From an optimization exercise on the open Yosys and OpenROAD flow, aimed at small area; shortcuts taken in it are not production practice.
Function was checked by simulation only, so behaviour that the tests miss may differ from the original.
Power and IR drop assume default switching activity.

==> inputs of run a <==
Design matrixTpu, start of the top module:
module matrixTpu (
    input  logic                            clk,
    input  logic                            rst,
    input  logic [tpuPkg::WrReqWidth-1:0]   wrReq,     
    input  logic                            start,
    output logic                            busy,
    output logic [tpuPkg::ResultWidth-1:0]  result,    
    output logic                            done
);
    localparam int N  = 8;
    localparam int WW = 8;
    localparam int XW = 7;
    localparam int SW = 18;
    logic       wrEn;
    logic       wrSel;
    logic [5:0] wrAddr;
    logic [7:0] wrData;
    assign wrData = wrReq[7:0];
    assign wrAddr = wrReq[13:8];
    assign wrSel  = wrReq[14];
    assign wrEn   = wrReq[15];
    logic [4:0] phase;         
    logic       run;           
    logic       go;            
    logic [2:0] rowCnt;        
    logic       rowStart;
    logic       valid;
    assign valid    = run && go && rowStart;
    assign done     = valid && (rowCnt == 3'd7);
  ...
==> flow/config.mk <==
export PLATFORM = sky130hd
export DESIGN_NAME = matrixTpu
export DESIGN_NICKNAME = matrixTpu
export VERILOG_FILES = /design/flow/design.v
export SDC_FILE = /design/flow/constraint.sdc
export NUM_CORES = 4
export LEC_CHECK = 0
export CAP_MARGIN = 10
export CORE_MARGIN = 2
export CORE_UTILIZATION = 55
export CTS_BUF_LIST = sky130_fd_sc_hd__clkbuf_8
export CTS_CLUSTER_DIAMETER = 60
export CTS_CLUSTER_SIZE = 16
export SLEW_MARGIN = 10
export SYNTH_HIERARCHICAL = 1
export SYNTH_MINIMUM_KEEP_SIZE = 0
==> flow/constraint.sdc <==
create_clock -name core_clock -period 5.5 [get_ports {clk}]
set_input_delay 1.1000 -clock core_clock [delete_from_list [all_inputs] [get_ports {clk}]]
set_output_delay 1.1000 -clock core_clock [all_outputs]
set_load 0.01 [all_outputs]
standard.sh (not shown) runs the stock make flow with config.mk's settings and CLKGATE_MAP_FILE= SYNTH_SCRIPT=/design/flow/synth_recipe.tcl, a recipe that flattens the netlist after the stock synthesis.
==> flow/flow/run.sh <==
#!/bin/bash
# The standard layout (standard.sh) with three changes:
#  - synthesis maps with flow/abc.script (area mapping; buffering and sizing
#    are left to the layout's repair steps), see flow/synth_recipe_area.tcl;
#  - clock tree from clkbuf_8 in clusters of up to 16 sinks, no dummy loads;
#  - port buffers are buf_1.
# Each tool's full output is in the ORFS logs under orfs/logs/; make's
# output is in flow_make.log.
set -euo pipefail
export FLOW_ABC_SCRIPT=$PWD/flow/abc.script
bash standard.sh \
  SYNTH_SCRIPT=$PWD/flow/synth_recipe_area.tcl \
  "CTS_ARGS=-sink_clustering_enable -repair_clock_nets -buf_list sky130_fd_sc_hd__clkbuf_8 -sink_clustering_size 16 -sink_clustering_max_diameter 60 -dont_use_dummy_load" \
  "BUFFER_PORTS_ARGS=-buffer_cell sky130_fd_sc_hd__buf_1" \
  finish > flow_make.log 2>&1
==> flow/flow/abc.script <==
&get -n
&st
&dch
&nf
&st
&syn2
&if -g -K 6
&synch2
&nf
&st
&syn2
&if -g -K 6
&synch2
&nf
&st
&syn2
&if -g -K 6
&synch2
&nf
&put
topo
stime -c
==> flow/flow/synth_recipe_area.tcl <==
# The standard flow's synthesis (synth_recipe.tcl), with ABC run on a script that maps
# for area and leaves buffering and sizing to the layout's repair steps.
proc synth {args} { yosys synth -nofsm -noshare {*}$args }
proc abc {args} {
  set i [lsearch -exact $args -script]
  if { $i >= 0 } {
    set args [lreplace $args [expr {$i + 1}] [expr {$i + 1}] $::env(FLOW_ABC_SCRIPT)]
  }
  yosys abc {*}$args
}
source $::env(SCRIPTS_DIR)/synth.tcl
# left out here: clear keep_hierarchy, flatten, clean up, hide names made inside functions, write 1_2_yosys.v
==> run b (differences from run a) <==
--- a/flow/design.v
+++ b/flow/design.v
@@ -20,15 +20,15 @@
 endpackage
 `timescale 1ns/1ps
 module colMac (
     input  logic [6:0]  a0,
     input  logic [6:0]  a1,
     input  logic [7:0]  s,
     input  logic [7:0]  w0,
-    input  logic [7:0]  w1n,      
+    input  logic [7:0]  w1,
     input  logic [17:0] nAccIn,
     output logic [17:0] nAccNext
 );
     logic [7:0] e0, e1, e2;
     logic [17:0] nSum;
     logic p7_1;
     logic p7_2;
@@ -212,17 +212,17 @@
     logic G180;
     logic G181;
     logic G182;
     logic G183;
     logic G184;
     logic G185;
     logic G186;
-    assign e0 = w0 & w1n;
-    assign e1 = ~(w0 | w1n);
-    assign e2 = w0 & ~w1n;
+    assign e0 = w0 & ~w1;
+    assign e1 = ~w0 & w1;
+    assign e2 = w0 & w1;
     logic [7:0] npp0;
     ppSel ppSel_0 (.e0(e0[0]), .e1(e1[0]), .e2(e2[0]), .a0(a0), .a1(a1), .s(s), .y(npp0));
     logic [7:0] npp1;
     ppSel ppSel_1 (.e0(e0[1]), .e1(e1[1]), .e2(e2[1]), .a0(a0), .a1(a1), .s(s), .y(npp1));
     logic [7:0] npp2;
     ppSel ppSel_2 (.e0(e0[2]), .e1(e1[2]), .e2(e2[2]), .a0(a0), .a1(a1), .s(s), .y(npp2));
     logic [7:0] npp3;
@@ -442,15 +442,15 @@
 module ringStage (
     input  logic wr,
     input  logic wrN,
     input  logic xn,
     input  logic prev,
     output logic d
 );
-    assign d = ~((prev | wr) & (xn | wrN));
+    assign d = ~((prev & wrN) | (xn & wr));
 endmodule
 module norGate (
     input  logic a,
     input  logic b,
     output logic y
 );
     assign y = ~(a | b);
@@ -547,15 +547,15 @@
                 .prev (actRing[((p+2)%64)*XW + i]),
                 .d    (actNext[p*XW + i])
             );
         end
     end
     for (genvar c = 0; c < N; c++) begin : gWCol
         for (genvar p = 0; p < N; p++) begin : gWPos
-            localparam bit Inv = p[0] ? !p[1] : p[1];
+            localparam bit Inv = p[1];
             for (genvar i = 0; i < WW; i++) begin : gBit
                 ringStage ringStage_inst (
                     .wr   (wWr[c*N+p]),
                     .wrN  (wWrN[c*N+p]),
                     .xn   (Inv ? wrData[i] : wrDataN[i]),
                     .prev (wRing[(c*N+(p+2)%N)*WW + i]),
                     .d    (wNext[(c*N+p)*WW + i])
@@ -580,15 +580,15 @@
         logic [SW-1:0] nAccNext;
         assign nAccIn = rowStart ? ~18'h20200 : nAcc[c*SW +: SW];
         colMac colMac_inst (
             .a0      (a0),
             .a1      (a1),
             .s       (aSum),
             .w0      (wRing[(c*N)*WW +: WW]),
-            .w1n     (wRing[(c*N+1)*WW +: WW]),
+            .w1      (wRing[(c*N+1)*WW +: WW]),
             .nAccIn  (nAccIn),
             .nAccNext (nAccNext)
         );
         always_ff @(posedge clk) begin
             nAcc[c*SW +: SW] <= nAccNext;
         end
     end
==> flow/flow/run.sh (replaced) <==
#!/bin/bash
# The standard layout (standard.sh) with three changes:
#  - synthesis maps with flow/abc.script (area mapping; buffering and sizing
#    are left to the layout's repair steps), see flow/synth_recipe_area.tcl;
#  - clock tree from clkbuf_8 in clusters of up to 18 sinks, no dummy loads;
#  - port buffers are buf_2.
# Each tool's full output is in the ORFS logs under orfs/logs/; make's
# output is in flow_make.log.
set -euo pipefail
export FLOW_ABC_SCRIPT=$PWD/flow/abc.script
bash standard.sh \
  SYNTH_SCRIPT=$PWD/flow/synth_recipe_area.tcl \
  "CTS_ARGS=-sink_clustering_enable -repair_clock_nets -buf_list sky130_fd_sc_hd__clkbuf_8 -sink_clustering_size 18 -sink_clustering_max_diameter 70 -dont_use_dummy_load" \
  "BUFFER_PORTS_ARGS=-buffer_cell sky130_fd_sc_hd__buf_2" \
  finish > flow_make.log 2>&1
- CTS_CLUSTER_DIAMETER: 60 -> 70
- CTS_CLUSTER_SIZE: 16 -> 18
==> run c (differences from run a) <==
--- a/flow/design.v
+++ b/flow/design.v
@@ -315,16 +315,18 @@
     pgCell pg9 (.a(fc108), .b(fs109), .g(g139), .p(p140));
     pgCell pg10 (.a(fc110), .b(fs111), .g(g141), .p(p142));
     pgCell pg11 (.a(fc112), .b(fs113), .g(g143), .p(p144));
     pgCell pg12 (.a(fc114), .b(fs115), .g(g145), .p(p146));
     pgCell pg13 (.a(fs117), .b(fc116), .g(g147), .p(p148));
     pgCell pg14 (.a(fs119), .b(fc118), .g(g149), .p(p150));
     pgCell pg15 (.a(nAccIn[15]), .b(fc120), .g(g151), .p(p152));
-    pgCell pg16 (.a(nAccIn[16]), .b(1'b1), .g(g153), .p(p154));
-    pgCell pg17 (.a(nAccIn[17]), .b(1'b1), .g(g155), .p(p156));
+    assign g153 = nAccIn[16];
+    assign p154 = ~nAccIn[16];
+    assign g155 = nAccIn[17];
+    assign p156 = ~nAccIn[17];
     bkCellG bkc (.g1(g129), .p1(p130), .g0(rc128), .g(G157));
     bkCellG bk1 (.g1(g131), .p1(p132), .g0(G157), .g(G158));
     bkCell bk2 (.g1(g135), .p1(p136), .g0(g133), .p0(p134), .g(G159), .p(P160));
     bkCell bk3 (.g1(g139), .p1(p140), .g0(g137), .p0(p138), .g(G161), .p(P162));
     bkCell bk4 (.g1(g143), .p1(p144), .g0(g141), .p0(p142), .g(G163), .p(P164));
     bkCell bk5 (.g1(g147), .p1(p148), .g0(g145), .p0(p146), .g(G165), .p(P166));
     bkCell bk6 (.g1(g151), .p1(p152), .g0(g149), .p0(p150), .g(G167), .p(P168));
- CORE_UTILIZATION: 55 -> 60
==> summary.txt <==
- In sequential power, run a and run c hardly differ.
- The highest hold slack belongs to run b, the lowest to run a.
- Of run c and run a, run c has the higher fmax (gap about 0.55%, measured against run a).
- Combinational power: run a is larger than run b (about 13%).
- In run b the critical path depth is higher than in run a, by 1.
- Run b produced a clean layout. Run c completed with no timing, DRC or antenna violations. Run a completed without violations.
- The highest worst setup slack belongs to run c, the lowest to run b.

## what the ideal ports hide
In the flow no input, the clock included, has a driving cell. The finished layouts below were timed again as built, in two steps.
Step 1 (the two cells are an assumption about what drives the block):
set clk [get_ports {clk}]
set_driving_cell -lib_cell sky130_fd_sc_hd__clkbuf_16 $clk
set_driving_cell -lib_cell sky130_fd_sc_hd__buf_2 [delete_from_list [all_inputs] $clk]
Step 2, shift: input delay + t, output delay - t, t = (earliest + latest rising clock arrival at the registers) / 2. This alone moves slack from input paths to output paths.
a / b / c = ideal ports / drivers / drivers and shift; a / b = the first two.
run | t, ns | setup WS [ns] | worst register clock-pin slew, ns | worst data-port slew with drivers (ns) | cell pins on the clock port's net
run a | 0.806 | 0.366 / 0.366 / 0.241 | 0.10 / 0.10 | 0.04 | 1
run b | 0.802 | 0.313 / 0.313 / 0.304 | 0.12 / 0.12 | 0.13 | 1
run c | 0.822 | 0.394 / 0.394 / 0.166 | 0.11 / 0.11 | 0.11 | 1
After both steps setup and hold are still met in every run listed. The setup slack of run c, which loses most, moves by 0.000 ns with the drivers and by -0.228 ns with both steps.
